This is an optimization exercise on Yosys and OpenROAD, whose aim is small area, a short achievable clock period and few clock cycles per item, not a production implementation.
RTL that was checked went through simulation tests only; none was proved equivalent to the original.
The RTL of runs 1 to 4 was laid out without a check of its function.
No driver is modelled on the clock port, so clock power and skew are understated where the tree is cut down; a real chip needs a root buffer or a tree.
No activity file was given, so power comes from the tool's default toggle rates.

`flow/run.sh`:
```
#!/bin/bash
# Standard ORFS layout, with the port buffers made from plain buffers
# (sky130_fd_sc_hd__buf_1, resized by timing repair) instead of the slow
# delay cells buffer_ports picks by default, and clock tree synthesis
# without dummy loads.
set -euo pipefail
bash standard.sh "BUFFER_PORTS_ARGS=-buffer_cell sky130_fd_sc_hd__buf_1" \
  "CTS_ARGS=-sink_clustering_enable -repair_clock_nets -sink_clustering_size 30 -sink_clustering_max_diameter 100 -dont_use_dummy_load -balance_levels" \
  finish > standard_flow.log 2>&1
```
`standard.sh`:
```
#!/bin/bash
# synth_recipe.tcl (not shown) runs the flow's synth.tcl, then flattens the netlist and writes it again
# the make line also repeats each setting of config.mk as NAME=value (left out here)
make -C /OpenROAD-flow-scripts/flow DESIGN_CONFIG=/design/flow/config.mk WORK_HOME=/design/flow/orfs CLKGATE_MAP_FILE= SYNTH_SCRIPT=/design/flow/synth_recipe.tcl "${@:-finish}"
```
`config.mk`:
```
export PLATFORM = sky130hd
export DESIGN_NAME = iot_filter_top
export DESIGN_NICKNAME = iot_filter_top
export VERILOG_FILES = /design/flow/design.v
export SDC_FILE = /design/flow/constraint.sdc
export NUM_CORES = 4
export LEC_CHECK = 0
export CAP_MARGIN = 20
export CORE_MARGIN = 2
export CORE_UTILIZATION = 40
export SETUP_SLACK_MARGIN = 4.45
export SLEW_MARGIN = 20
```
`constraint.sdc`:
```
create_clock -name core_clock -period 7.0 [get_ports {clk}]
set_input_delay 1.4000 -clock core_clock [delete_from_list [all_inputs] [get_ports {clk}]]
set_output_delay 1.4000 -clock core_clock [all_outputs]
set_load 0.01 [all_outputs]
```
`design.v`:
```
`timescale 1ns/1ps
`default_nettype none
package iot_data_pkg;
    typedef logic [8-1:0] iot_byte_t;
    typedef logic [128-1:0] iot_word_t;
    typedef logic [3-1:0] crc_t;
    typedef logic [$clog2(16)-1:0] byte_idx_t;
    typedef logic [$clog2(8)-1:0] word_cnt_t;
endpackage
`default_nettype wire
`timescale 1ns/1ps
`default_nettype none
package iot_ctrl_pkg;
    typedef enum logic [2:0] {
        FN_ENCRYPT  = 3'd1,
        FN_DECRYPT  = 3'd2,
        FN_CRC      = 3'd3,
        FN_TOP2MAX  = 3'd4,
        FN_LAST2MIN = 3'd5
    } fn_sel_t;
    typedef enum logic [1:0] {REL_EQUAL, REL_BIGGER, REL_SMALLER} relation_t;
    typedef enum logic [1:0] {OUT_IDLE, OUT_FIRST, OUT_SECOND} out_state_t;
endpackage
`default_nettype wire
`timescale 1ns/1ps
`default_nettype none
module iot_filter_top
(
    input  logic         clk,
    input  logic         rst,
    input  logic         in_en,
    input  logic [7:0]   iot_in,
    input  logic [2:0]   fn_sel,
    output logic         busy,
    output logic         valid,
    output logic [127:0] iot_out
);
    logic is_crc, is_top, is_rank;
    always_ff @(posedge clk) begin
        is_crc  <= (fn_sel == 3'd3);
        is_top  <= (fn_sel == 3'd4);
        is_rank <= (fn_sel == 3'd4) || (fn_sel == 3'd5);
    end
    logic       in_v;
    logic [7:0] cur;
    always_ff @(posedge clk) cur <= iot_in;
    logic [3:0]   bi;              
    logic [3:0]   rc;              
    logic [2:0]   wc;              
    function automatic logic [3:0] step4(logic [3:0] x);
        step4 = {x[2:0], x[3] ^ x[0] ^ (x[2:0] == 3'd0)};
    endfunction
    function automatic logic [2:0] step3(logic [2:0] x);
        step3 = {x[1:0], x[2] ^ x[0] ^ (x[1:0] == 2'd0)};
    endfunction
    localparam logic [3:0] LAST4 = 4'b1000;
    localparam logic [2:0] WC1   = 3'b001;
    localparam logic [2:0] WC7   = 3'b100;
    logic         mv;              
    logic         dA, wA, dB, wB;  
    logic [127:0] r0, r1;
    wire [7:0] tA = r0[127:120];
    wire [7:0] tB = r1[127:120];
    wire first_byte = (bi == 4'd0);
    wire last_byte  = (bi == LAST4);
    wire keepA      = dA && !first_byte;
    wire keepB      = dB && !first_byte;
    logic rot;
    logic eqA, gtA, eqB, gtB;
    wire [7:0] nA = rot ? r0[119:112] : r0[127:120];
    wire [7:0] nB = rot ? r1[119:112] : r1[127:120];
    always_ff @(posedge clk) begin
        eqA <= (iot_in == nA);
        gtA <= is_top ? (iot_in > nA) : (iot_in < nA);
        eqB <= (iot_in == nB);
        gtB <= is_top ? (iot_in > nB) : (iot_in < nB);
    end
    wire dA_n  = keepA || !eqA;
    wire wA_n  = keepA ? wA : gtA;
    wire dB_n  = keepB || !eqB;
    wire wB_n  = keepB ? wB : gtB;
    wire winA  = dA_n && wA_n;
    wire winB  = dB_n && wB_n;
    wire loseB = dB_n && !wB_n;
    wire rank_w = in_v && (wc != 3'd0);
    wire w1     = in_v && (wc == WC1);
    wire wn     = rank_w && (wc != WC1);
    wire s0_cur = (w1 && winB) || (wn && winA);
    wire s0_b   = (w1 && !winB) || (!rank_w && mv);
    wire s0_a   = !s0_cur && !s0_b;
    wire s1_cur = (in_v && !rank_w) || (w1 && !winB) || (wn && !winA && !loseB);
    wire s1_a   = wn && winA;
    wire s1_b   = !s1_cur && !s1_a;
    wire [7:0] b0 = ({8{s0_cur}} & cur) | ({8{s0_a}} & tA) | ({8{s0_b}} & tB);
    wire [7:0] b1 = ({8{s1_cur}} & cur) | ({8{s1_a}} & tA) | ({8{s1_b}} & tB);
    function automatic logic [2:0] crc_fold(logic [2:0] seed, logic [7:0] data);
        logic [2:0] c;
        logic       fb;
        c = seed;
        for (int i = 7; i >= 0; i--) begin
            fb = c[2] ^ data[i];
            c  = {c[1:0], 1'b0} ^ (fb ? 3'b011 : 3'b000);
        end
        crc_fold = c;
    endfunction
    logic [2:0] crc;
    wire  [2:0] crc_n = crc_fold(first_byte ? 3'd0 : crc, cur);
    always_ff @(posedge clk) begin
        if (in_v) crc <= crc_n;
    end
    always_ff @(posedge clk) begin
        if (in_v) begin
            dA <= dA_n;
            wA <= wA_n;
            dB <= dB_n;
            wB <= wB_n;
        end
    end
    always_ff @(posedge clk) begin
        if (rot) begin
            r0[127:8]  <= r0[119:0];
            r0[7:0]    <= is_crc ? {5'd0, crc_n & {3{last_byte}}} : b0;
            r1         <= {r1[119:0], b1};
        end
    end
    wire       end_word = in_v && last_byte;
    wire [3:0] bi_n  = in_v ? step4(bi) : bi;
    wire [3:0] rc_n  = rot ? step4(rc) : rc;
    wire       mv_n  = (end_word && is_rank && wc == WC7) || (mv && !(rc == LAST4));
    wire       in_v_n = in_en && !busy;
    wire       busy_n = !in_v_n && (mv_n || rc_n != bi_n) && (step4(rc_n) != bi_n);
    wire       rot_n  = in_v_n || mv_n || (rc_n != bi_n);
    always_ff @(posedge clk or posedge rst) begin
        if (rst) begin
            in_v  <= 1'b0;
            bi    <= 4'd0;
            rc    <= 4'd0;
            wc    <= 3'd0;
            mv    <= 1'b0;
            busy  <= 1'b0;
            rot   <= 1'b0;
            valid <= 1'b0;
        end else begin
            in_v <= in_v_n;
            bi   <= bi_n;
            rc   <= rc_n;
            mv   <= mv_n;
            busy <= busy_n;
            rot  <= rot_n;
            if (end_word) wc <= step3(wc);
            valid <= (end_word && (is_crc || (is_rank && wc == WC7)))
                     || (mv && rc == LAST4);
        end
    end
    assign iot_out = r0;
endmodule
`default_nettype wire
```
==> results_dict.tcl, run 1 <==
set metrics [dict create \
    start_util_pct 40.7 \
    ctsHtreeMaxLevel 1 \
    r2r_setup_slack_ns 4.58 \
    pwr-share-clk_pct 15.4 \
    layout-drive-gt1-share_pct 7.24 \
    grt_pass1_vias 4883 \
    reg2reg_from "bi[2]$_DFF_PP0_" \
    worst_pin_slew_ns 0.810 \
    avgRoutedWirePerCell_um 17.9 \
    start_kind "flop" \
    slowest_delay_ns 0.47 \
    crit_fanout 2 \
    core_um2 25100 \
    grt_max_degree 70 \
    path_buf_inv 1 \
    drtAntennaViolNets 0 \
    hp-class "flop to flop" \
    clock-sinks 294 \
    first_pass_iters 5 \
    reg2reg_to "r1[5]$_DFFE_PP_" \
    die_area_um2 26800 \
    hold_viol 0 \
    p_per_area_nw_per_um2 474 \
    cp_top_family "flip-flops" \
    grt_pass1_wl_um 27500 \
    setup_viol 0 \
    slew-limit-headroom_pct 46.0 \
    clk_latency_ns 0.49 \
    cp_num_cells 1 \
    period_share_pct 35.9 \
    p_leak_nw 4.38 \
    instances_no_fill 1008 \
    async_flop_share_pct 5.44 \
    peakVddDrop_mv 0.306 \
    crit_path_end "iot_out[118]" \
    synth.distinct_cells 43 \
    synth-edff-count 263 \
    clkTransAtPathRegs_ns 0.10 \
    finalPower_mw 5.53 \
    grt_util_all_layers_pct 13.2 \
    worst_ep_arrival_time_ns 1.11 \
    area_delta_synth_final_pct 14.1 \
    met2_usage_pct 21.1 \
    viasPerCell 4.95 \
    reg2reg_depth 6 \
    slew_viol_final 0 \
    worstHoldStart "r1[88]$_DFFE_PP_" \
    fp-row-count 58 \
    grt_setup_unrepaired "true" \
    drtIter0Drc 416 \
    ys_seq_elements 294 \
    wl_um 18000 \
    path_cells "buf_1" \
    power_frac_seq_pct 62.7 \
    grt_antenna_before_repair 3 \
    fin_tns_setup_ns 0 \
    dp.final_hpwl_um 11600 \
    place_inst 979 \
    synth-main-ff-cell "edfxtp_1" \
    status "complete, no violations" \
    overflow 0 \
    cts_tree "yes" \
    via_count 4985 \
    hold_ws_ns 0.404 \
    nNetsFinal 709 \
    met3_usage_pct 2.42 \
    cts_buffers 14 \
    die_h_um 164 \
    fillers 2215 \
    ys_seq_area_share_pct 84.2 \
    synth_nets 541 \
    io_buffers 143 \
    drc 0 \
    die_x_um 164 \
    crit_type "flop to output port" \
    power_frac_comb_pct 22.0 \
    required_ns 5.60 \
    cts_hold_buffers 0 \
    synthCells 511 \
    gp_congestion 0.858 \
    switching_share_pct 29.9 \
    top_level_ports 144 \
    fmax_ghz 0.398 \
    p_int_mw 3.87 \
    synth_area_um2 10200 \
    use_met1_pct 18.7 \
    p_sw_mw 1.65 \
    busiest_layer "met2" \
    cp_slowest_cell "edfxtp_1" \
    synth-warning-count 1 \
    cp-end-kind "output port" \
    synth.avg_cell_area_um2 20.0 \
    timing.final.crit_period_ns 2.51 \
    fin_skew_ns 0.0371 \
    clockBufferDepth 3 \
    maxCapViolCount 0 \
    startpoint "r0[118]$_DFFE_PP_" \
    clock-root-buffer "clkbuf_16" \
]
-- layout by cell type, fill, tap and decap left out, types with 12 or more instances in the layout --
master and count:
a21o_1 12, buf_1 141, buf_4 16, clkbuf_16 14
dfrtp_1 15, dfxtp_1 15, edfxtp_1 263, ha_1 16
mux2i_1 23, nand2_1 22, xnor2_1 19
-- metrics by stage --
stage | utilization [%] | setup slack [ns] | cell area (um^2)
after floorplan | - | 3.09 | 10200
after global placement | 44.4 | 4.33 | 11100
after detailed placement | 44.4 | 4.21 | 11100
after CTS | 46.1 | 4.44 | 11600
after global routing | 46.4 | 4.40 | 11700
final | 46.4 | 4.49 | 11700
-- final cells by class --
class	instances	area [um^2]	area share, %
antenna	1	2.50	0.0215
tap	330	413	3.54
inverter	10	37.5	0.322
clock buffer	14	350	3.01
sequential	294	8600	73.8
timing repair buffer	161	699	6.00
multi-input combinational	198	1550	13.3
-- layer usage --
| layer | vias to the layer above | wire [um] |
|---|---|---|
| li1 | 2302 | - |
| met1 | 2492 | 8320 |
| met2 | 158 | 8210 |
| met3 | 29 | 1020 |
| met4 | 4 | 449 |
| met5 | - | 24 |
-- flip-flops by register name, indices dropped and copies added, names as in the netlist, 3 cells and up --
signal  count
bi          4
crc         3
cur         8
r0        128
r1        128
rc          4
wc          3
-- synthesized netlist by cell type, types with 2 or more instances --
library cell | n | area (um^2)
a21o_1 | 12 | 90.1
and3_1 | 2 | 12.5
o211ai_1 | 2 | 15.0
inv_1 | 10 | 37.5
nor3_1 | 3 | 15.0
o21ai_0 | 9 | 45.0
mux2i_1 | 25 | 250
dfrtp_1 | 16 | 400
ha_1 | 16 | 200
xor2_1 | 5 | 43.8
mux2_2 | 4 | 45.0
buf_4 | 2 | 15.0
a222oi_1 | 5 | 50.1
nand3_1 | 5 | 25.0
nor2b_1 | 11 | 68.8
xnor2_1 | 19 | 166
a22o_1 | 12 | 105
a21oi_1 | 7 | 35.0
edfxtp_1 | 263 | 7900
nand4_1 | 4 | 25.0
o21ai_1 | 3 | 15.0
nor2_1 | 10 | 37.5
nand2b_1 | 4 | 25.0
nand2_1 | 22 | 82.6
clkbuf_1 | 4 | 15.0
dfxtp_1 | 15 | 300
a22oi_1 | 4 | 30.0
or3_1 | 2 | 12.5
-- kinds of logic after synthesis --
| logic type | after synthesis | share of synthesized area, % |
|---|---|---|
| DFF | 294 | 84.2 |
| buffers and inverters | 19 | 0.857 |
| xor gates and xnor gates | 24 | 2.06 |
| adders and majority gates | 16 | 1.96 |
| AOI/OAI and AO/OA | 60 | 4.57 |
| muxes | 29 | 2.89 |
| and+or+nand+nor | 69 | 3.50 |
-- worst min path at each step --
stage,cells past startpoint,endpoint
after CTS,0,r1[96]$_DFFE_PP_
after floorplan,0,r1[100]$_DFFE_PP_
final,0,r1[96]$_DFFE_PP_
after detailed placement,0,r1[110]$_DFFE_PP_
after global routing,0,r1[96]$_DFFE_PP_
after global placement,0,r1[25]$_DFFE_PP_
-- power groups by stage --
| stage | logic [mW] | registers, mW | clock network (mW) |
|---|---|---|---|
| 3_5_place_dp | 1.11 | 3.53 | 0 |
| 2_1_floorplan | 0.475 | 3.60 | 0 |
| 4_1_cts | 1.20 | 3.49 | 0.888 |
| 3_3_place_gp | 1.11 | 3.50 | 0 |
| 6_report | 1.21 | 3.46 | 0.849 |
| 5_1_grt | 1.34 | 3.58 | 0.936 |
-- timing repair --
item,CTS,global route
buffers inserted,10,4
endpoints found under the setup margin,19,16
gates resized for setup,5,10
==> inputs of run 2 (changes only) <==
--- a/config.mk
+++ b/config.mk
@@ -10,3 +10,3 @@
 export CORE_UTILIZATION = 40
-export SETUP_SLACK_MARGIN = 4.45
+export SETUP_SLACK_MARGIN = 4.5
 export SLEW_MARGIN = 20
==> results_dict.tcl, run 2 <==
set metrics [dict create \
    async_flop_share_pct 5.44 \
    yosys.area.top_type_share_pct 77.3 \
    worst_pin_slew_ns 0.809 \
    synth-edff-count 263 \
    cp_top_family "flip-flops" \
    start_kind "flop" \
    grt_pass1_wl_um 27600 \
    final_cell_mix "edfxtp_1 (263), buf_1 (126), buf_4 (31)" \
    io_buffers 143 \
    fp-row-count 58 \
    viasPerCell 4.92 \
    wl_um 18200 \
    synth_area_leaders "edfxtp_1 (77%), dfrtp_1 (3.9%), dfxtp_1 (2.9%)" \
    synth_area_um2 10200 \
    ys_seq_elements 294 \
    hold_viol 0 \
    required_ns 5.60 \
    die_h_um 164 \
    overflow 0 \
    status "complete, no violations" \
    cts_hold_buffers 0 \
    fin_tns_setup_ns 0 \
    synth.distinct_cells 43 \
    slew-limit-headroom_pct 46.1 \
    reg2reg_from "bi[3]$_DFF_PP0_" \
    slew_viol_final 0 \
    synth.avg_cell_area_um2 20.0 \
    clk_latency_ns 0.49 \
    grt_max_degree 70 \
    clockBufferDepth 3 \
    die_x_um 164 \
    clock-sinks 294 \
    grt_antenna_before_repair 3 \
    synthCells 511 \
    gp_congestion 0.858 \
    setup_viol 0 \
    timing.final.crit_period_ns 2.51 \
    startpoint "r0[118]$_DFFE_PP_" \
    dp.final_hpwl_um 11600 \
    first_pass_iters 5 \
    synth-warning-count 1 \
    top_level_ports 144 \
    clkTransAtPathRegs_ns 0.10 \
    fin_skew_ns 0.0364 \
    synth_common_cells "edfxtp_1 (263), mux2i_1 (25), nand2_1 (22)" \
    ctsHtreeMaxLevel 1 \
    worstHoldStart "r1[88]$_DFFE_PP_" \
    grt_setup_unrepaired "true" \
    cp-end-kind "output port" \
    cts_tree "yes" \
    drtIter0Drc 395 \
    crit_fanout 2 \
    via_count 5032 \
    core_um2 25100 \
    path_cells "buf_1" \
    drc 0 \
    synth_nets 541 \
    hold_ws_ns 0.408 \
    ys_seq_area_share_pct 84.2 \
    grt_util_all_layers_pct 13.2 \
    avgRoutedWirePerCell_um 17.8 \
    final_common_cell "edfxtp_1" \
    synth-main-ff-cell "edfxtp_1" \
    slowest_delay_ns 0.47 \
    yosysMostFrequentCell "edfxtp_1" \
    clock-root-buffer "clkbuf_16" \
    cp_slowest_cell "edfxtp_1" \
    p_per_area_nw_per_um2 476 \
    cts_buffers 14 \
    hp-class "flop to flop" \
    period_share_pct 35.9 \
    synth_largest_area_cell "edfxtp_1" \
    maxCapViolCount 0 \
    area_delta_synth_final_pct 15.5 \
    path_buf_inv 1 \
    crit_type "flop to output port" \
    worst_ep_arrival_time_ns 1.11 \
    grt_pass1_vias 4905 \
    start_util_pct 40.7 \
    top_regs "r0 x128, r1 x128, cur x8" \
    fmax_ghz 0.398 \
    peakVddDrop_mv 0.324 \
    p_leak_nw 4.50 \
    nNetsFinal 724 \
    layout-drive-gt1-share_pct 11.4 \
    die_area_um2 26800 \
    drtAntennaViolNets 0 \
]
-- run 2: cell counts after synthesis --
No cell type changed its count.
-- run 2: layer usage --
| layer | vias to the layer above | global-route usage (%) | share of wire [%] |
|---|---|---|---|
| met5 | - | 0 | 0.14 |
| met4 | 4 | 3.55 | 2.5 |
| met3 | 29 | 2.42 | 5.2 |
| met2 | 155 | 21.1 | 46 |
| met1 | 2518 | 18.7 | 46 |
| li1 | 2326 | - | - |
-- run 2: final cells by class --
type                    instances  area [um^2]
multi-input cells             198         1560
well taps                     330          413
fillers                      2206        13300
clock buffers                  14          350
repair buffers                176          837
inverters                      10         37.5
flip-flops and latches        294         8600
diodes                          1         2.50
-- run 2: cells by family after synthesis --
group | Yosys count | share of synthesized area [%]
buffers and inverters | 19 | 0.857
DFF | 294 | 84.2
and+or+nand+nor | 69 | 3.50
AOI/OAI and AO/OA | 60 | 4.57
adders and majority gates | 16 | 1.96
muxes | 29 | 2.89
xor gates and xnor gates | 24 | 2.06
-- run 2: where the power goes --
group / total [mW] / internal, mW / switching, mW
combinational: 1.30 / 0.553 / 0.750
clock: 0.848 / 0.362 / 0.486
sequential: 3.46 / 3.03 / 0.434
-- run 2: timing repair --
item	in CTS	in global routing
setup buffers	16	13
hold endpoints to repair	0	0
gates resized for setup	10	21
setup endpoints to repair	33	42
pin swaps	0	2
-- run 2: final timing paths --
check | to | slack [ns] | depth (start not counted)
max in group asynchronous | rot$_DFF_PP0_ | 5.62 | 2
hold / removal | r1[96]$_DFFE_PP_ | 0.41 | 0
hold reg to reg | r1[96]$_DFFE_PP_ | 0.41 | 0
min in group asynchronous | valid$_DFF_PP0_ | 0.94 | 2
setup / recovery | iot_out[118] | 4.49 | 1
setup reg to reg | r1[5]$_DFFE_PP_ | 4.64 | 6
-- run 2: through the flow --
step / worst slack [ns] / util (%) / instances / area (um^2) / total power [mW]
floorplan: 3.09 / - / 511 / 10200 / 4.07
global placement: 4.33 / 44.4 / 979 / 11100 / 4.61
detailed placement: 4.21 / 44.4 / 979 / 11100 / 4.64
CTS: 4.44 / 46.4 / 1009 / 11600 / 5.61
global route: 4.44 / 47.0 / 1022 / 11800 / 5.94
finish: 4.49 / 47.0 / 1023 / 11800 / 5.61
==> inputs of run 3 (changes only) <==
--- a/flow/run.sh
+++ b/flow/run.sh
@@ -7,3 +7,3 @@
 bash standard.sh "BUFFER_PORTS_ARGS=-buffer_cell sky130_fd_sc_hd__buf_1" \
-  "CTS_ARGS=-sink_clustering_enable -repair_clock_nets -sink_clustering_size 30 -sink_clustering_max_diameter 100 -dont_use_dummy_load -balance_levels" \
+  "CTS_ARGS=-sink_clustering_enable -repair_clock_nets -sink_clustering_size 30 -sink_clustering_max_diameter 100 -dont_use_dummy_load -balance_levels -distance_between_buffers 1000 -branching_point_buffers_distance 1000" \
   finish > standard_flow.log 2>&1
--- a/config.mk
+++ b/config.mk
@@ -10,3 +10,3 @@
 export CORE_UTILIZATION = 40
-export SETUP_SLACK_MARGIN = 4.5
+export SETUP_SLACK_MARGIN = 4.45
 export SLEW_MARGIN = 20
==> results_dict.tcl, run 3 <==
set metrics [dict create \
    status "complete, no violations" \
    ys_seq_elements 294 \
    cp-end-kind "output port" \
    hp-class "flop to flop" \
    period_share_pct 35.9 \
    crit_type "flop to output port" \
    nNetsFinal 709 \
    via_count 4985 \
    overflow 0 \
    avgRoutedWirePerCell_um 17.9 \
    grt_pass1_vias 4883 \
    timing.final.crit_period_ns 2.51 \
    final_cell_mix "edfxtp_1 (263), buf_1 (141), mux2i_1 (23)" \
    cts_tree "yes" \
    place_inst 979 \
    worstHoldStart "r1[88]$_DFFE_PP_" \
    p_per_area_nw_per_um2 474 \
    io_buffers 143 \
    fillers 2215 \
    clockBufferDepth 3 \
    die_x_um 164 \
    hold_viol 0 \
    synth_nets 541 \
    ctsHtreeMaxLevel 1 \
    seq_area_um2 8600 \
    worst_ep_arrival_time_ns 1.11 \
    grt_pass1_wl_um 27500 \
    viasPerCell 4.95 \
    clock-sinks 294 \
    grt_max_degree 70 \
    drtAntennaViolNets 0 \
    finalPower_mw 5.53 \
    synth_area_um2 10200 \
    layout-drive-gt1-share_pct 7.24 \
    synth-main-ff-cell "edfxtp_1" \
    setup_slack_ns 4.49 \
    yosys.area.top_type_share_pct 77.3 \
    die_area_um2 26800 \
    gp_congestion 0.858 \
    async_flop_share_pct 5.44 \
    top_level_ports 144 \
    synth_largest_area_cell "edfxtp_1" \
    drc 0 \
    synth-edff-count 263 \
    wl_um 18000 \
    path_buf_inv 1 \
    fp-row-count 58 \
    ys_seq_area_share_pct 84.2 \
    slew_viol_final 0 \
    first_pass_iters 5 \
    fin_skew_ns 0.0371 \
    top_regs "r0 x128, r1 x128, cur x8" \
    peakVddDrop_mv 0.306 \
    crit_fanout 2 \
    multi_input_area_um2 1550 \
    required_ns 5.60 \
    core_um2 25100 \
    fin_tns_setup_ns 0 \
    slew-limit-headroom_pct 46.0 \
    start_kind "flop" \
    final_common_cell "edfxtp_1" \
    instances_no_fill 1008 \
    cp_top_family "flip-flops" \
    grt_antenna_before_repair 3 \
    path_cells "buf_1" \
    cts_buffers 14 \
    synth_common_cells "edfxtp_1 (263), mux2i_1 (25), nand2_1 (22)" \
    synth.avg_cell_area_um2 20.0 \
    dp_slack_ns 4.21 \
    yosysMostFrequentCell "edfxtp_1" \
    grt_setup_unrepaired "true" \
    drtIter0Drc 416 \
    clkTransAtPathRegs_ns 0.10 \
    clk_latency_ns 0.49 \
    die_h_um 164 \
    p_leak_nw 4.38 \
    dp.final_hpwl_um 11600 \
    synth.distinct_cells 43 \
    start_util_pct 40.7 \
    startpoint "r0[118]$_DFFE_PP_" \
    maxCapViolCount 0 \
    reg2reg_from "bi[2]$_DFF_PP0_" \
    synth-warning-count 1 \
    setup_viol 0 \
    area_delta_synth_final_pct 14.1 \
    fmax_ghz 0.398 \
    grt_util_all_layers_pct 13.2 \
    worst_pin_slew_ns 0.810 \
    cp_slowest_cell "edfxtp_1" \
    synth_area_leaders "edfxtp_1 (77%), dfrtp_1 (3.9%), dfxtp_1 (2.9%)" \
    synthCells 511 \
    slowest_delay_ns 0.47 \
    cts_hold_buffers 0 \
    clock-root-buffer "clkbuf_16" \
]
-- run 3: worst paths after layout --
| check | endpoint | slack, ns | cells past startpoint |
|---|---|---|---|
| min in group asynchronous | valid$_DFF_PP0_ | 0.94 | 2 |
| max | iot_out[118] | 4.49 | 1 |
| max reg2reg | r1[5]$_DFFE_PP_ | 4.58 | 6 |
| min reg2reg | r1[96]$_DFFE_PP_ | 0.40 | 0 |
| max in group asynchronous | rot$_DFF_PP0_ | 5.61 | 2 |
| min | r1[96]$_DFFE_PP_ | 0.40 | 0 |
-- run 3: area by class of cell --
cell class	instances	share of cell area, %
Timing Repair Buffer	161	6.00
Antenna cell	1	0.0215
Multi-Input combinational cell	198	13.3
Sequential cell	294	73.8
Tap cell	330	3.54
Clock buffer	14	3.01
Inverter	10	0.322
-- run 3: timing repair --
action	CTS	global route
cloned	0	0
gates resized for setup	5	10
buffers inserted	10	4
pin swaps	0	0
endpoints found under the setup margin	19	16
-- run 3: kinds of logic after synthesis --
family / share of synthesized area [%]
flip-flops: 84.2
AND/OR/NAND/NOR: 3.50
AO/OA/AOI/OAI: 4.57
multiplexers: 2.89
XOR/XNOR: 2.06
buffers and inverters: 0.857
adder cells (fa/ha/maj): 1.96
-- run 3: power breakdown --
group | leakage, nW | internal (mW) | switching (mW)
sequential | 3.11 | 3.03 | 0.438
combinational | 1.10 | 0.486 | 0.728
clock | 0.173 | 0.362 | 0.487
-- run 3: metal layers --
layer	share of wire [%]	vias up	global-route usage [%]
li1	-	2302	-
met1	46	2492	18.7
met2	46	158	21.1
met3	5.6	29	2.42
met4	2.5	4	3.55
met5	0.13	-	0
-- run 3: metrics by stage --
step | instance area, um^2 | utilization [%] | hold WS [ns]
final | 11700 | 46.4 | 0.404
after global placement | 11100 | 44.4 | 0.405
after CTS | 11600 | 46.1 | 0.411
after global routing | 11700 | 46.4 | 0.405
after detailed placement | 11100 | 44.4 | 0.405
after floorplan | 10200 | - | 0.400
==> inputs of run 4 (changes only) <==
==> flow/run.sh (replaced) <==
#!/bin/bash
# Standard ORFS layout, with the port buffers made from plain buffers
# (sky130_fd_sc_hd__buf_1, resized by timing repair) instead of the slow
# delay cells buffer_ports picks by default, and clock tree synthesis
# without dummy loads.
set -euo pipefail
bash standard.sh "BUFFER_PORTS_ARGS=-buffer_cell sky130_fd_sc_hd__buf_1" \
  "CTS_ARGS=-sink_clustering_enable -repair_clock_nets -sink_clustering_size 30 -sink_clustering_max_diameter 100 -dont_use_dummy_load -balance_levels -branching_point_buffers_distance 1000" \
  finish > standard_flow.log 2>&1
==> results_dict.tcl, run 4 <==
set metrics [dict create \
    status "complete, no violations" \
    ys_seq_elements 294 \
    timing.final.crit_period_ns 2.51 \
    die_area_um2 26800 \
    fmax_ghz 0.398 \
    synth_largest_area_cell "edfxtp_1" \
    final_cell_mix "edfxtp_1 (263), buf_1 (141), mux2i_1 (23)" \
    die_x_um 164 \
    fp-row-count 58 \
    layout-drive-gt1-share_pct 7.24 \
    finalPower_mw 5.53 \
    synth.avg_cell_area_um2 20.0 \
    cts_buffers 14 \
    grt_setup_unrepaired "true" \
    avgRoutedWirePerCell_um 17.9 \
    synth_area_um2 10200 \
    clock-sinks 294 \
    cp_top_family "flip-flops" \
    start_util_pct 40.7 \
    instances_no_fill 1008 \
    ctsHtreeMaxLevel 1 \
    grt_max_degree 70 \
    drc 0 \
    synth-main-ff-cell "edfxtp_1" \
    slew_viol_final 0 \
    fillers 2215 \
    fin_skew_ns 0.0371 \
    top_regs "r0 x128, r1 x128, cur x8" \
    ys_seq_area_share_pct 84.2 \
    peakVddDrop_mv 0.306 \
    cp_slowest_cell "edfxtp_1" \
    grt_antenna_before_repair 3 \
    fin_tns_setup_ns 0 \
    slew-limit-headroom_pct 46.0 \
    period_share_pct 35.9 \
    switching_share_pct 29.9 \
    path_buf_inv 1 \
    required_ns 5.60 \
    hold_ws_ns 0.404 \
    hold_viol 0 \
    clock-root-buffer "clkbuf_16" \
    drtAntennaViolNets 0 \
    path_cells "buf_1" \
    nNetsFinal 709 \
    setup_viol 0 \
    final_common_cell "edfxtp_1" \
    r2r_setup_slack_ns 4.58 \
    viasPerCell 4.95 \
    top_level_ports 144 \
    yosysMostFrequentCell "edfxtp_1" \
    async_flop_share_pct 5.44 \
    p_int_mw 3.87 \
    hp-class "flop to flop" \
    power_frac_seq_pct 62.7 \
    grt_pass1_wl_um 27500 \
    p_sw_mw 1.65 \
    overflow 0 \
    clk_latency_ns 0.49 \
    drtIter0Drc 416 \
    yosys.area.top_type_share_pct 77.3 \
    via_count 4985 \
    cp-end-kind "output port" \
    dp.final_hpwl_um 11600 \
    power_frac_comb_pct 22.0 \
    first_pass_iters 5 \
    synth_common_cells "edfxtp_1 (263), mux2i_1 (25), nand2_1 (22)" \
    gp_congestion 0.858 \
    grt_pass1_vias 4883 \
    clockBufferDepth 3 \
    io_buffers 143 \
    start_kind "flop" \
    synth.distinct_cells 43 \
    pwr-share-clk_pct 15.4 \
    synth-warning-count 1 \
    cts_tree "yes" \
    synthCells 511 \
    synth_area_leaders "edfxtp_1 (77%), dfrtp_1 (3.9%), dfxtp_1 (2.9%)" \
    slowest_delay_ns 0.47 \
    maxCapViolCount 0 \
    cts_hold_buffers 0 \
    crit_fanout 2 \
    area_delta_synth_final_pct 14.1 \
    die_h_um 164 \
    core_um2 25100 \
    worst_pin_slew_ns 0.810 \
    synth_nets 541 \
    place_inst 979 \
    wl_um 18000 \
    worst_ep_arrival_time_ns 1.11 \
    grt_util_all_layers_pct 13.2 \
    p_leak_nw 4.38 \
    crit_type "flop to output port" \
    clkTransAtPathRegs_ns 0.10 \
    synth-edff-count 263 \
    p_per_area_nw_per_um2 474 \
]
## run 4: cell counts after synthesis
No cell type changed its count.
## run 4: cell type report
class | count | area (um^2) | area share [%]
Antenna cell | 1 | 2.50 | 0.0215
Clock buffer | 14 | 350 | 3.01
Inverter | 10 | 37.5 | 0.322
Multi-Input combinational cell | 198 | 1550 | 13.3
Sequential cell | 294 | 8600 | 73.8
Tap cell | 330 | 413 | 3.54
Timing Repair Buffer | 161 | 699 | 6.00
## run 4: per-layer routing
metal | vias to the layer above | routed length (um) | GRT usage [%]
li1 | 2302 | - | -
met1 | 2492 | 8320 | 18.7
met2 | 158 | 8210 | 21.1
met3 | 29 | 1020 | 2.42
met4 | 4 | 449 | 3.55
met5 | - | 24 | 0
## run 4: worst paths after layout
path                              startpoint               end  cells past startpoint
setup / recovery           r0[118]$_DFFE_PP_      iot_out[118]                      1
hold / removal              r1[88]$_DFFE_PP_  r1[96]$_DFFE_PP_                      0
setup reg to reg             bi[2]$_DFF_PP0_   r1[5]$_DFFE_PP_                      6
hold reg to reg             r1[88]$_DFFE_PP_  r1[96]$_DFFE_PP_                      0
max in group asynchronous                rst     rot$_DFF_PP0_                      2
min in group asynchronous                rst   valid$_DFF_PP0_                      2
## run 4: per-stage QoR
step                util (%)  cell area [um^2]  worst slack (ns)
CTS                     46.1             11600              4.44
detailed placement      44.4             11100              4.21
finish                  46.4             11700              4.49
global route            46.4             11700              4.40
global placement        44.4             11100              4.33
floorplan                  -             10200              3.09
## run 4: what timing repair did
action / CTS / global route
pin swaps: 0 / 0
setup buffers: 10 / 4
endpoints found under the hold margin: 0 / 0
resized for setup: 5 / 10
setup endpoints to repair: 19 / 16
## run 4: power by group through the flow
stage / logic, mW / registers [mW] / clock network (mW)
floorplan: 0.475 / 3.60 / 0
global placement: 1.11 / 3.50 / 0
global route: 1.34 / 3.58 / 0.936
finish: 1.21 / 3.46 / 0.849
CTS: 1.20 / 3.49 / 0.888
detailed placement: 1.11 / 3.53 / 0
## run 4: cell families after synthesis
kind of cell	share of synthesized area [%]
DFF	84.2
and+or+nand+nor	3.50
AOI/OAI and AO/OA	4.57
muxes	2.89
xor gates and xnor gates	2.06
buffers and inverters	0.857
adders and majority gates	1.96
==> inputs of run 5 (changes only) <==
--- a/design.v
+++ b/design.v
@@ -59,3 +59,3 @@
     logic         mv;              
-    logic         dA, wA, dB, wB;  
+    logic         kA, wA, kB, wB;
     logic [127:0] r0, r1;
@@ -65,4 +65,2 @@
     wire last_byte  = (bi == LAST4);
-    wire keepA      = dA && !first_byte;
-    wire keepB      = dB && !first_byte;
     logic rot;
@@ -77,6 +75,6 @@
     end
-    wire dA_n  = keepA || !eqA;
-    wire wA_n  = keepA ? wA : gtA;
-    wire dB_n  = keepB || !eqB;
-    wire wB_n  = keepB ? wB : gtB;
+    wire dA_n  = kA || !eqA;
+    wire wA_n  = kA ? wA : gtA;
+    wire dB_n  = kB || !eqB;
+    wire wB_n  = kB ? wB : gtB;
     wire winA  = dA_n && wA_n;
@@ -112,5 +110,5 @@
         if (in_v) begin
-            dA <= dA_n;
+            kA <= dA_n && !last_byte;
             wA <= wA_n;
-            dB <= dB_n;
+            kB <= dB_n && !last_byte;
             wB <= wB_n;
==> flow/run.sh (replaced) <==
#!/bin/bash
# Standard ORFS layout with two changes:
#  - the port buffers are plain buffers (sky130_fd_sc_hd__buf_1, resized by
#    timing repair) instead of the slow delay cells buffer_ports picks;
#  - after clock tree synthesis, the H-tree's middle level is removed, so the
#    root buffer drives every leaf buffer directly (all registers still see
#    the same two buffers on their clock path).
set -euo pipefail
ARGS=("BUFFER_PORTS_ARGS=-buffer_cell sky130_fd_sc_hd__buf_1"
      "CTS_ARGS=-sink_clustering_enable -repair_clock_nets -sink_clustering_size 30 -sink_clustering_max_diameter 100 -dont_use_dummy_load -balance_levels")
bash standard.sh "${ARGS[@]}" cts > standard_cts.log 2>&1
RES=orfs/results/sky130hd/iot_filter_top/base
cp $RES/4_cts.odb $RES/4_cts_htree.odb
FLOW_ODB=$RES/4_cts.odb openroad -no_init -exit flow/flatten_clock.tcl > flatten_clock.log 2>&1
bash standard.sh "${ARGS[@]}" finish > standard_finish.log 2>&1
==> flow/flatten_clock.tcl (new file) <==
# Bypass every clock buffer that the root clock buffer drives and that itself
# drives clock buffers: its loads move onto the root buffer's net.
read_db $::env(FLOW_ODB)
set block [ord::get_db_block]
proc drv_inst {net} {
  foreach it [$net getITerms] { if {[$it isOutputSignal]} { return [$it getInst] } }
  return ""
}
proc out_net {inst} {
  foreach it [$inst getITerms] { if {[$it isOutputSignal]} { return [$it getNet] } }
  return ""
}
proc is_clkbuf {inst} { return [string match "*clkbuf*" [[$inst getMaster] getName]] }
set clk [$block findNet clk]
set root ""
foreach it [$clk getITerms] { if {[$it isInputSignal] && [is_clkbuf [$it getInst]]} { set root [$it getInst] } }
if {$root eq ""} { puts "no root clock buffer"; exit 1 }
set rnet [out_net $root]
puts "root [$root getName] net [$rnet getName]"
set changed 1
while {$changed} {
  set changed 0
  foreach it [$rnet getITerms] {
    if {![$it isInputSignal]} continue
    set b [$it getInst]
    if {![is_clkbuf $b]} continue
    set bnet [out_net $b]
    set drives_buf 0
    foreach l [$bnet getITerms] { if {[$l isInputSignal] && [is_clkbuf [$l getInst]]} { set drives_buf 1 } }
    if {!$drives_buf} continue
    puts "bypass [$b getName]"
    foreach l [$bnet getITerms] {
      if {[$l isInputSignal]} { $l disconnect; $l connect $rnet }
    }
    odb::dbInst_destroy $b
    odb::dbNet_destroy $bnet
    set changed 1
    break
  }
}
set n 0
foreach it [$rnet getITerms] { if {[$it isInputSignal]} { incr n } }
puts "root drives $n loads"
write_db $::env(FLOW_ODB)
--- a/config.mk
+++ b/config.mk
@@ -10,3 +10,3 @@
 export CORE_UTILIZATION = 40
-export SETUP_SLACK_MARGIN = 4.45
+export SETUP_SLACK_MARGIN = 4.55
 export SLEW_MARGIN = 20
==> results_dict.tcl, run 5 <==
set metrics [dict create \
    hp-class "flop to flop" \
    core_um2 25100 \
    worst_pin_slew_ns 0.844 \
    grt_antenna_before_repair 1 \
    busiest_layer "met2" \
    clock-sinks 294 \
    synth.distinct_cells 53 \
    area_delta_synth_final_pct 16.7 \
    die_x_um 164 \
    path_buf_inv 1 \
    start_kind "flop" \
    drtIter0Drc 385 \
    p_leak_nw 4.58 \
    synth_nets 546 \
    clkTransAtPathRegs_ns 0.11 \
    slew-limit-headroom_pct 43.6 \
    overflow 0 \
    via_count 5209 \
    grt_pass1_wl_um 28500 \
    crit_type "flop to output port" \
    ys_seq_elements 294 \
    grt_util_all_layers_pct 14.1 \
    status "complete, no violations" \
    period_share_pct 35.6 \
    synth_largest_area_cell "edfxtp_1" \
    async_flop_share_pct 5.44 \
    synth-edff-count 263 \
    die_h_um 164 \
    layout-drive-gt1-share_pct 11.9 \
    clk_latency_ns 0.42 \
    start_util_pct 40.7 \
    cp-end-kind "output port" \
    slew_viol_final 0 \
    path_cells "buf_1" \
    synth.avg_cell_area_um2 19.8 \
    hold_viol 0 \
    fp-row-count 58 \
    fin_skew_ns 0.0139 \
    grt_max_degree 109 \
    top_level_ports 144 \
    synth_area_leaders "edfxtp_1 (77%), dfrtp_1 (3.9%), dfxtp_1 (2.9%)" \
    yosysMostFrequentCell "edfxtp_1" \
    met3_usage_pct 3.96 \
    avgRoutedWirePerCell_um 18.2 \
    viasPerCell 4.98 \
    p_per_area_nw_per_um2 511 \
    die_area_um2 26800 \
    fin_tns_setup_ns 0 \
    gp_congestion 0.833 \
    synth_common_cells "edfxtp_1 (263), mux2i_1 (22), nand2_1 (20)" \
    fillers 2176 \
    cp_slowest_cell "edfxtp_1" \
    met2_usage_pct 21.3 \
    drc 0 \
    dp.final_hpwl_um 11900 \
    wl_um 19000 \
    top_regs "r0 x128, r1 x128, cur x8" \
    timing.final.crit_period_ns 2.49 \
    cts_hold_buffers 0 \
    ys_seq_area_share_pct 84.1 \
    finalPower_mw 6.09 \
    slowest_delay_ns 0.50 \
    final_common_cell "edfxtp_1" \
    cp_top_family "flip-flops" \
    first_pass_iters 4 \
    grt_setup_unrepaired "true" \
    synth_area_um2 10200 \
    io_buffers 143 \
    grt_pass1_vias 5074 \
    nNetsFinal 746 \
    instances_no_fill 1045 \
    setup_viol 0 \
    required_ns 5.60 \
    synthCells 516 \
    use_met1_pct 19.8 \
    drtAntennaViolNets 0 \
    yosys.area.top_type_share_pct 77.3 \
    crit_fanout 2 \
    place_inst 984 \
    maxCapViolCount 0 \
    fmax_ghz 0.402 \
    synth-warning-count 1 \
    synth-main-ff-cell "edfxtp_1" \
    peakVddDrop_mv 0.314 \
    final_cell_mix "edfxtp_1 (263), buf_1 (136), buf_4 (46)" \
    worst_ep_arrival_time_ns 1.09 \
]
[run 5: cell count changes after synthesis, sizes merged, moves of 3 or more]
cell,before,now
xnor2,19,12
mux2i,25,22
inv,10,16
nor3,3,0
a222oi,5,0
a221oi,0,4
a22o,12,8
and2,0,3
o21a,0,3
nor2b,11,4
a21oi,7,14
[run 5: routing by layer]
layer | up-vias | part of all wire (%)
met5 | - | 0
met2 | 154 | 45
met1 | 2657 | 47
met4 | 0 | 1.5
met3 | 19 | 5.9
li1 | 2379 | -
[run 5: path summary, 6_finish.rpt]
| path | from | end | slack, ns | cells past startpoint |
|---|---|---|---|---|
| setup / recovery | r0[2]$_DFFE_PP_ | iot_out[2] | 4.51 | 1 |
| hold / removal | r1[19]$_DFFE_PP_ | r1[27]$_DFFE_PP_ | 0.42 | 0 |
| hold reg to reg | r1[19]$_DFFE_PP_ | r1[27]$_DFFE_PP_ | 0.42 | 0 |
| min in group asynchronous | rst | wc[2]$_DFFE_PP0N_ | 1.02 | 2 |
| setup reg to reg | kA$_DFFE_PP_ | r0[1]$_DFFE_PP_ | 4.67 | 6 |
| max in group asynchronous | rst | rot$_DFF_PP0_ | 5.50 | 2 |
[run 5: repair_timing]
action                                  in CTS  in global routing
endpoints found under the setup margin     103                 11
cloned                                       1                  2
buffers inserted                            43                  3
resized for setup                           12                  5
hold endpoints to repair                     0                  0
[run 5: logic make-up (layout without fill, tap and decap cells)]
family / Yosys count / after routing / synth area share (%)
other: 0 / 1 / 0
adders and majority gates: 16 / 16 / 1.96
AOI/OAI and AO/OA: 74 / 74 / 5.34
muxes: 27 / 27 / 2.71
and+or+nand+nor: 62 / 62 / 3.29
xor gates and xnor gates: 19 / 19 / 1.63
DFF: 294 / 294 / 84.1
buffers and inverters: 24 / 222 / 0.943
[run 5: power breakdown]
group / internal [mW] / switching, mW
combinational: 0.684 / 1.05
clock: 0.285 / 0.466
sequential: 3.17 / 0.436
[run 5: cell type report]
cell class	count	area [um^2]	share of cell area, %
well taps	330	413	3.46
clock buffers	11	275	2.31
diodes	1	2.50	0.0210
flip-flops and latches	294	8600	72.1
repair buffers	194	1040	8.73
inverters	17	63.8	0.535
multi-input cells	198	1530	12.8
[run 5: stage by stage]
stage / hold slack, ns / instance area, um^2 / util, % / setup WS [ns]
after CTS: 0.422 / 11900 / 47.3 / 4.42
after floorplan: 0.400 / 10200 / - / 3.11
after global placement: 0.405 / 11200 / 44.5 / 4.26
after global routing: 0.431 / 11900 / 47.5 / 4.48
after detailed placement: 0.405 / 11200 / 44.5 / 4.14
final: 0.422 / 11900 / 47.5 / 4.51
Testbench counts of run 5, summed over its fixed seeds: cycles 36,192, items 2,157.
==> inputs of run 6 (changes only) <==
--- a/config.mk
+++ b/config.mk
@@ -9,4 +9,4 @@
 export CORE_MARGIN = 2
-export CORE_UTILIZATION = 40
-export SETUP_SLACK_MARGIN = 4.55
+export CORE_UTILIZATION = 55
+export SETUP_SLACK_MARGIN = 4.45
 export SLEW_MARGIN = 20
==> results_dict.tcl, run 6 <==
set metrics [dict create \
    crit_type "flop to output port" \
    cp_slowest_cell "edfxtp_1" \
    die_area_um2 19700 \
    via_count 4947 \
    overflow 0 \
    path_cells "buf_1" \
    fin_tns_setup_ns 0 \
    p_leak_nw 4.35 \
    area_delta_synth_final_pct 11.9 \
    setup_viol 0 \
    drtAntennaViolNets 0 \
    grt_pass1_vias 4896 \
    fillers 1302 \
    clk_latency_ns 0.42 \
    first_pass_iters 5 \
    start_kind "flop" \
    grt_util_all_layers_pct 18.3 \
    nNetsFinal 707 \
    grt_max_degree 81 \
    wl_um 17700 \
    timing.final.crit_period_ns 2.47 \
    r2r_setup_slack_ns 4.66 \
    viasPerCell 5.47 \
    grt_setup_unrepaired "false" \
    drc 0 \
    top_level_ports 144 \
    slew-limit-headroom_pct 37.5 \
    seq_area_um2 8600 \
    start_util_pct 56.5 \
    yosys.area.top_type_share_pct 77.3 \
    hold_viol 0 \
    synthCells 516 \
    crit_fanout 4 \
    dp.final_hpwl_um 11200 \
    die_h_um 140 \
    synth_area_um2 10200 \
    final_common_cell "edfxtp_1" \
    gp_congestion 0.788 \
    status "complete, no violations" \
    fp-row-count 49 \
    synth.distinct_cells 53 \
    clock-sinks 294 \
    instances_no_fill 904 \
    required_ns 5.60 \
    cts_hold_buffers 0 \
    synth-warning-count 1 \
    path_buf_inv 1 \
    worst_ep_arrival_time_ns 1.07 \
    async_flop_share_pct 5.44 \
    io_buffers 143 \
    yosysMostFrequentCell "edfxtp_1" \
    synth_largest_area_cell "edfxtp_1" \
    ys_seq_area_share_pct 84.1 \
    layout-drive-gt1-share_pct 5.93 \
    synth-main-ff-cell "edfxtp_1" \
    avgRoutedWirePerCell_um 19.6 \
    place_inst 884 \
    p_per_area_nw_per_um2 512 \
    grt_antenna_before_repair 0 \
    grt_pass1_wl_um 27000 \
    diodes 0 \
    maxCapViolCount 0 \
    slew_viol_final 0 \
    worst_pin_slew_ns 0.937 \
    die_x_um 140 \
    cp_top_family "flip-flops" \
    final_cell_mix "edfxtp_1 (263), buf_1 (141), mux2i_1 (22)" \
    fin_skew_ns 0.0213 \
    fmax_ghz 0.404 \
    peakVddDrop_mv 0.279 \
    hp-class "flop to flop" \
    core_um2 18100 \
    synth_common_cells "edfxtp_1 (263), mux2i_1 (22), nand2_1 (20)" \
    drtIter0Drc 343 \
    synth-edff-count 263 \
    synth_nets 546 \
    period_share_pct 35.3 \
    ys_seq_elements 294 \
    multi_input_area_um2 1530 \
    slowest_delay_ns 0.48 \
    cp-end-kind "output port" \
    finalPower_mw 5.86 \
    top_regs "r0 x128, r1 x128, cur x8" \
    clkTransAtPathRegs_ns 0.11 \
    synth.avg_cell_area_um2 19.8 \
    synth_area_leaders "edfxtp_1 (77%), dfrtp_1 (3.9%), dfxtp_1 (2.9%)" \
]
==> run 6: cell counts after synthesis <==
Identical to the previous run, type by type.
==> run 6: final timing paths <==
| path | start | end | depth (start not counted) |
|---|---|---|---|
| min in group asynchronous | rst | valid$_DFF_PP0_ | 2 |
| max in group asynchronous | rst | rot$_DFF_PP0_ | 2 |
| max | r0[120]$_DFFE_PP_ | iot_out[120] | 1 |
| min reg2reg | r1[68]$_DFFE_PP_ | r1[76]$_DFFE_PP_ | 0 |
| max reg2reg | rot$_DFF_PP0_ | gtB$_DFF_P_ | 9 |
| min | r1[68]$_DFFE_PP_ | r1[76]$_DFFE_PP_ | 0 |
==> run 6: through the flow <==
| stage | setup slack [ns] | area [um^2] | utilization [%] | hold WS (ns) |
|---|---|---|---|---|
| floorplan | 3.11 | 10200 | - | 0.400 |
| global placement | 3.88 | 11000 | 61.0 | 0.402 |
| detailed placement | 3.69 | 11000 | 61.0 | 0.405 |
| CTS | 4.45 | 11500 | 63.4 | 0.414 |
| global route | 4.47 | 11400 | 63.3 | 0.436 |
| finish | 4.53 | 11400 | 63.3 | 0.416 |
==> run 6: metal layers <==
layer | global-route usage (%) | part of all wire (%)
met1 | 26.2 | 47
met2 | 28.0 | 47
met3 | 5.50 | 5.1
met4 | 4.84 | 1.1
met5 | 0 | 0
==> run 6: timing repair <==
item | CTS | global route
gates resized for setup | 6 | 1
gates cloned | 0 | 1
setup buffers | 8 | 0
setup endpoints to repair | 12 | 1
==> run 6: cell families after synthesis <==
kind of cell               Yosys count  synth area share (%)
buffers and inverters               24                 0.943
xor gates and xnor gates            19                  1.63
and+or+nand+nor                     62                  3.29
adders and majority gates           16                  1.96
DFF                                294                  84.1
AOI/OAI and AO/OA                   74                  5.34
muxes                               27                  2.71
==> run 6: power breakdown <==
group	switching, mW	internal [mW]	total [mW]
Clock	0.459	0.285	0.744
Sequential	0.465	3.18	3.64
Combinational	0.964	0.512	1.48
Total	1.89	3.97	5.86
==> run 6: layout make-up <==
class	instances	area share (%)
Clock buffer	11	2.41
Inverter	17	0.558
Multi-Input combinational cell	198	13.3
Sequential cell	294	75.2
Tap cell	229	2.50
Timing Repair Buffer	155	6.00
==> inputs of run 7 (changes only) <==
--- a/config.mk
+++ b/config.mk
@@ -9,3 +9,4 @@
 export CORE_MARGIN = 2
-export CORE_UTILIZATION = 55
+export CORE_UTILIZATION = 40
+export PLACE_DENSITY = 0.8
 export SETUP_SLACK_MARGIN = 4.45
==> results_dict.tcl, run 7 <==
set metrics [dict create \
    final_common_cell "edfxtp_1" \
    synth-edff-count 263 \
    cts_hold_buffers 0 \
    final_cell_mix "edfxtp_1 (263), buf_1 (143), mux2i_1 (22)" \
    ys_seq_elements 294 \
    drc 0 \
    synth_area_um2 10200 \
    async_flop_share_pct 5.44 \
    core_um2 25100 \
    hold_ws_ns 0.399 \
    timing.final.crit_period_ns 2.50 \
    overflow 0 \
    start_kind "flop" \
    area_delta_synth_final_pct 13.8 \
    die_area_um2 26800 \
    p_leak_nw 4.37 \
    fmax_ghz 0.400 \
    grt_util_all_layers_pct 14.0 \
    avgRoutedWirePerCell_um 18.8 \
    die_h_um 164 \
    slew_viol_final 0 \
    dp.final_hpwl_um 12200 \
    grt_max_degree 84 \
    hp-class "flop to flop" \
    nNetsFinal 713 \
    layout-drive-gt1-share_pct 6.46 \
    worst_pin_slew_ns 0.835 \
    via_count 5136 \
    p_per_area_nw_per_um2 511 \
    peakVddDrop_mv 0.337 \
    clkTransAtPathRegs_ns 0.11 \
    hold_viol 0 \
    top_regs "r0 x128, r1 x128, cur x8" \
    wl_um 19000 \
    first_pass_iters 4 \
    synthCells 516 \
    setup_viol 0 \
    min_delay_path_depth 0 \
    io_buffers 143 \
    grt_antenna_before_repair 1 \
    synth_largest_area_cell "edfxtp_1" \
    synth.avg_cell_area_um2 19.8 \
    grt_pass1_vias 4884 \
    ys_seq_area_share_pct 84.1 \
    worst_ep_arrival_time_ns 2.66 \
    die_x_um 164 \
    clock-sinks 294 \
    top_level_ports 144 \
    period_share_pct 35.7 \
    fin_tns_setup_ns 0 \
    synth_area_leaders "edfxtp_1 (77%), dfrtp_1 (3.9%), dfxtp_1 (2.9%)" \
    drtIter0Drc 502 \
    synth.distinct_cells 53 \
    required_ns 7.16 \
    maxCapViolCount 0 \
    yosysMostFrequentCell "edfxtp_1" \
    viasPerCell 5.08 \
    reg2reg_depth 6 \
    crit_type "flop to flop" \
    synth_nets 546 \
    drtAntennaViolNets 0 \
    synth-warning-count 1 \
    fin_skew_ns 0.0379 \
    synth-main-ff-cell "edfxtp_1" \
    slew-limit-headroom_pct 44.2 \
    fp-row-count 58 \
    cp-end-kind "flop" \
    yosys.area.top_type_share_pct 77.3 \
    grt_setup_unrepaired "false" \
    gp_congestion 0.845 \
    synth_common_cells "edfxtp_1 (263), mux2i_1 (22), nand2_1 (20)" \
    status "complete, no violations" \
    grt_pass1_wl_um 27700 \
    clk_latency_ns 0.44 \
    crit_fanout 10 \
    start_util_pct 40.7 \
]
[run 7: cell counts after synthesis]
No cell type changed its count.
[run 7: logic make-up after synthesis]
kind of cell	share of synthesized area [%]
muxes	2.71
buffers and inverters	0.943
and+or+nand+nor	3.29
adders and majority gates	1.96
DFF	84.1
AOI/OAI and AO/OA	5.34
xor gates and xnor gates	1.63
[run 7: per-layer routing]
layer  GRT usage (%)  wire [um]  share of wire [%]
met1            20.2       8490                 45
met5               0          0                  0
met4            4.67        323                1.7
met2            20.2       8600                 45
met3            4.62       1570                8.3
[run 7: power breakdown]
group          switching (mW)  internal [mW]  total, mW
sequential              0.474           3.18       3.65
clock                   0.473          0.309      0.781
combinational           0.988          0.531       1.52
[run 7: repair_timing]
item,in CTS,in global routing
pin swaps,0,0
buffers inserted,6,8
resized for setup,5,2
cloned,0,0
setup endpoints to repair,14,3
[run 7: metrics by stage]
| step | std cells | total power, mW | cell area [um^2] | util, % | setup slack, ns |
|---|---|---|---|---|---|
| after global placement | 985 | 5.04 | 11200 | 44.5 | 3.80 |
| after floorplan | 516 | 4.45 | 10200 | - | 3.11 |
| after global routing | 1012 | 6.28 | 11600 | 46.3 | 4.46 |
| after CTS | 1005 | 6.02 | 11600 | 46.2 | 4.45 |
| final | 1012 | 5.95 | 11600 | 46.3 | 4.50 |
| after detailed placement | 985 | 5.10 | 11200 | 44.5 | 3.70 |
[run 7: critical path, stage by stage, from the launching register on]
cell,delay (ns)
edfxtp_1,0.43
or3b_1,0.46
a21oi_4,0.39
a41o_4,0.23
nor2_2,0.13
a221oi_1,0.42
o22ai_1,0.18
[run 7: worst paths after layout]
path                                  startpoint  slack [ns]                to
max in group asynchronous                    rst        5.52    in_v$_DFF_PP0_
worst max-delay path                kA$_DFFE_PP_        4.50   r0[0]$_DFFE_PP_
worst min-delay path            r1[90]$_DFFE_PP_        0.40  r1[98]$_DFFE_PP_
worst min register to register  r1[90]$_DFFE_PP_        0.40  r1[98]$_DFFE_PP_
worst max register to register      kA$_DFFE_PP_        4.50   r0[0]$_DFFE_PP_
min in group asynchronous                    rst        1.00   rc[2]$_DFF_PP0_
[run 7: layout make-up]
| type | instances | area (um^2) |
|---|---|---|
| inverter | 17 | 63.8 |
| fill | 2178 | 13500 |
| multi-input combinational | 198 | 1530 |
| clock buffer | 12 | 300 |
| timing repair buffer | 160 | 724 |
| tap | 330 | 413 |
| antenna | 1 | 2.50 |
| sequential | 294 | 8600 |
==> inputs of run 8 (changes only) <==
--- a/config.mk
+++ b/config.mk
@@ -10,3 +10,2 @@
 export CORE_UTILIZATION = 40
-export PLACE_DENSITY = 0.8
 export SETUP_SLACK_MARGIN = 4.45
==> results_dict.tcl, run 8 <==
set metrics [dict create \
    die_area_um2 26800 \
    start_kind "flop" \
    io_buffers 143 \
    slew-limit-headroom_pct 44.1 \
    synth-main-ff-cell "edfxtp_1" \
    drc 0 \
    yosys.area.top_type_share_pct 77.3 \
    yosysMostFrequentCell "edfxtp_1" \
    top_level_ports 144 \
    setup_slack_ns 4.51 \
    p_per_area_nw_per_um2 508 \
    avgRoutedWirePerCell_um 18.6 \
    timing.final.crit_period_ns 2.49 \
    grt_max_degree 109 \
    synth-warning-count 1 \
    hold_viol 0 \
    synth_area_leaders "edfxtp_1 (77%), dfrtp_1 (3.9%), dfxtp_1 (2.9%)" \
    fin_tns_setup_ns 0 \
    final_cell_mix "edfxtp_1 (263), buf_1 (142), mux2i_1 (22)" \
    grt_setup_unrepaired "true" \
    period_share_pct 35.6 \
    viasPerCell 5.01 \
    wl_um 18700 \
    ys_seq_area_share_pct 84.1 \
    p_leak_nw 4.36 \
    die_x_um 164 \
    hp-class "flop to flop" \
    cp_top_family "flip-flops" \
    area_delta_synth_final_pct 13.4 \
    seq_area_um2 8600 \
    start_util_pct 40.7 \
    hold_ws_ns 0.423 \
    layout-drive-gt1-share_pct 5.78 \
    synth-edff-count 263 \
    via_count 5039 \
    setup_viol 0 \
    grt_util_all_layers_pct 14.0 \
    slew_viol_final 0 \
    dp.final_hpwl_um 11900 \
    status "complete, no violations" \
    multi_input_area_um2 1530 \
    peakVddDrop_mv 0.313 \
    slowest_delay_ns 0.50 \
    path_buf_inv 1 \
    synth_area_um2 10200 \
    grt_antenna_before_repair 1 \
    overflow 0 \
    clock-sinks 294 \
    synthCells 516 \
    crit_fanout 2 \
    synth_largest_area_cell "edfxtp_1" \
    async_flop_share_pct 5.44 \
    synth.distinct_cells 53 \
    ys_seq_elements 294 \
    final_common_cell "edfxtp_1" \
    first_pass_iters 4 \
    clk_latency_ns 0.42 \
    synth_common_cells "edfxtp_1 (263), mux2i_1 (22), nand2_1 (20)" \
    nNetsFinal 707 \
    synth.avg_cell_area_um2 19.8 \
    top_regs "r0 x128, r1 x128, cur x8" \
    gp_congestion 0.833 \
    cts_hold_buffers 0 \
    grt_pass1_vias 4969 \
    worst_pin_slew_ns 0.837 \
    cp_slowest_cell "edfxtp_1" \
    die_h_um 164 \
    clkTransAtPathRegs_ns 0.11 \
    fillers 2191 \
    worst_ep_arrival_time_ns 1.09 \
    synth_nets 546 \
    drtAntennaViolNets 0 \
    path_cells "buf_1" \
    dp_slack_ns 4.14 \
    fmax_ghz 0.402 \
    core_um2 25100 \
    maxCapViolCount 0 \
    fp-row-count 58 \
    crit_type "flop to output port" \
    required_ns 5.60 \
    drtIter0Drc 371 \
    cp-end-kind "output port" \
    grt_pass1_wl_um 28200 \
    fin_skew_ns 0.0131 \
]
-- run 8: cell counts after synthesis --
Identical to the previous run, type by type.
-- run 8: metrics by stage --
| step | cell area, um^2 | power (mW) | cells | utilization [%] |
|---|---|---|---|---|
| 2_1_floorplan | 10200 | 4.45 | 516 | - |
| 3_3_place_gp | 11200 | 5.08 | 984 | 44.5 |
| 3_5_place_dp | 11200 | 5.11 | 984 | 44.5 |
| 4_1_cts | 11600 | 6.01 | 1006 | 46.2 |
| 5_1_grt | 11600 | 6.24 | 1005 | 46.1 |
| 6_report | 11600 | 5.89 | 1006 | 46.1 |
-- run 8: report_power, final --
group          internal (mW)  switching, mW  total, mW  leakage (nW)
Sequential              3.17          0.459       3.63          3.13
Combinational          0.527          0.980       1.51          1.10
Clock                  0.285          0.467      0.752         0.136
Total                   3.98           1.91       5.89          4.36
-- run 8: metal layers --
layer,wire length (um),track usage [%],vias to the layer above
met2,8350,21.0,160
met5,0,0,-
met1,8910,19.8,2555
li1,-,-,2301
met4,309,4.78,0
met3,1100,3.81,23
-- run 8: cell type report --
| cell class | instances | area share (%) |
|---|---|---|
| inverters | 17 | 0.551 |
| diodes | 1 | 0.0216 |
| flip-flops and latches | 294 | 74.3 |
| well taps | 330 | 3.56 |
| multi-input cells | 198 | 13.2 |
| clock buffers | 11 | 2.38 |
| repair buffers | 155 | 6.07 |
-- run 8: repair_timing --
| action | CTS | global route |
|---|---|---|
| buffers inserted | 8 | 0 |
| cloned | 1 | 1 |
| gates resized for setup | 4 | 2 |
| setup endpoints to repair | 13 | 6 |
-- run 8: cells by family after synthesis --
logic type	share of synthesized area (%)
flops	84.1
compound gates	5.34
simple gates	3.29
mux	2.71
buf+inv	0.943
xor+xnor	1.63
fa+ha+maj	1.96
-- run 8: final timing paths --
kind / from / end / slack, ns / depth (start not counted)
max: r0[2]$_DFFE_PP_ / iot_out[2] / 4.51 / 1
min: r1[19]$_DFFE_PP_ / r1[27]$_DFFE_PP_ / 0.42 / 0
max reg2reg: rot$_DFF_PP0_ / gtA$_DFF_P_ / 4.59 / 8
min reg2reg: r1[19]$_DFFE_PP_ / r1[27]$_DFFE_PP_ / 0.42 / 0
max in group asynchronous: rst / rot$_DFF_PP0_ / 5.48 / 2
min in group asynchronous: rst / wc[2]$_DFFE_PP0N_ / 1.03 / 2
==> inputs of run 9 (changes only) <==
--- a/config.mk
+++ b/config.mk
@@ -9,3 +9,3 @@
 export CORE_MARGIN = 2
-export CORE_UTILIZATION = 40
+export CORE_UTILIZATION = 80
 export SETUP_SLACK_MARGIN = 4.45
==> results_dict.tcl, run 9 <==
set metrics [dict create \
    clock-root-buffer "clkbuf_16" \
    synth-main-ff-cell "edfxtp_1" \
    gp_congestion 0.857 \
    yosys.area.top_type_share_pct 77.3 \
    async_flop_share_pct 5.44 \
    yosysMostFrequentCell "edfxtp_1" \
    top_level_ports 144 \
    crit_endpoint "gtA$_DFF_P_/D" \
    grt_max_degree 84 \
    io_buffers 143 \
    start_util_pct 81.3 \
    synthCells 516 \
    synth_largest_area_cell "edfxtp_1" \
    worst-ep-kind "register input" \
    dp.final_hpwl_um 13300 \
    clock-sinks 294 \
    synth_nets 546 \
    grt_antenna_before_repair 0 \
    failing_step "global routing (5_1_grt)" \
    status "stopped before the end" \
    synth-warning-count 1 \
    synth.distinct_cells 53 \
    ys_seq_area_share_pct 84.1 \
    synth-edff-count 263 \
    die_x_um 117 \
    synth_area_leaders "edfxtp_1 (77%), dfrtp_1 (3.9%), dfxtp_1 (2.9%)" \
    ys_seq_elements 294 \
    clockBufferDepth 3 \
    die_h_um 117 \
    ctsHtreeMaxLevel 1 \
    synth_common_cells "edfxtp_1 (263), mux2i_1 (22), nand2_1 (20)" \
    fp-row-count 41 \
    cts_hold_buffers 0 \
    synth_area_um2 10200 \
    error "[ERROR DPL-0033] detailed placement checks failed during check placement." \
    cts_buffers 13 \
    synth.avg_cell_area_um2 19.8 \
]
## run 9: cell counts after synthesis
Identical to the previous run, type by type.
## run 9: per-stage QoR
step / hold WS, ns / area [um^2] / setup WS (ns) / std cells / utilization (%)
4_1_cts: 0.401 / 11400 / 4.45 / 849 / 90.8
3_5_place_dp: 0.405 / 11000 / 3.72 / 827 / 87.2
3_3_place_gp: 0.401 / 11000 / 3.90 / 827 / 87.2
2_1_floorplan: 0.400 / 10200 / 3.11 / 516 / -
## run 9: cells by family after synthesis
group,Yosys count,share of synthesized area [%]
buffers and inverters,24,0.943
muxes,27,2.71
xor gates and xnor gates,19,1.63
adders and majority gates,16,1.96
DFF,294,84.1
and+or+nand+nor,62,3.29
AOI/OAI and AO/OA,74,5.34
## run 9: power groups by stage
stage	sequential (mW)	combinational, mW	clock, mW
3_5_place_dp	3.77	1.38	0
4_1_cts	3.75	1.64	0.821
2_1_floorplan	3.92	0.525	0
3_3_place_gp	3.68	1.29	0
## run 9: worst min path at each step
stage                     slack [ns]             start           endpoint  cells after the start
after CTS                       0.40  r1[96]$_DFFE_PP_  r1[104]$_DFFE_PP_                      0
after detailed placement        0.40   r1[6]$_DFFE_PP_   r1[14]$_DFFE_PP_                      0
after global placement          0.40  r1[19]$_DFFE_PP_   r1[27]$_DFFE_PP_                      0
after floorplan                 0.40  r1[92]$_DFFE_PP_  r1[100]$_DFFE_PP_                      0
## run 9: what timing repair did
item	in CTS
buffers inserted	9
gates resized for setup	6
endpoints found under the setup margin	96

afterwards: timing with drivers on the ports:
Ports are ideal in the flow. The routed layouts listed here were re-timed in OpenROAD.
Step 1, drivers: a clkbuf_16 drives clk and a buf_2 each remaining input, both assumed.
Step 2 moves the port delays by t, midway between the first and last clock arrival at a register: inputs arrive t later, outputs are due t later. That takes back most of the time a late clock gives input paths.
a / b / c = no drivers / after step 1 / after step 2; a / b = the first two.
run | shift t [ns] | setup WS [ns] | cell pins on the clock port's net
run 1 | 0.513 | 4.490 / 4.449 / 4.273 | 1
run 2 | 0.512 | 4.490 / 4.448 / 4.274 | 1
run 3 | 0.513 | 4.490 / 4.449 / 4.273 | 1
run 4 | 0.513 | 4.490 / 4.449 / 4.273 | 1
run 5 | 0.457 | 4.510 / 4.468 / 4.248 | 1
run 6 | 0.456 | 4.526 / 4.480 / 4.150 | 1
run 7 | 0.466 | 4.499 / 4.459 / 4.207 | 1
run 8 | 0.458 | 4.511 / 4.469 / 4.260 | 1
After both steps every run listed still meets setup and hold. For run 6, which loses most, drivers alone change the setup slack by -0.046 ns; drivers and shift together by -0.376 ns.
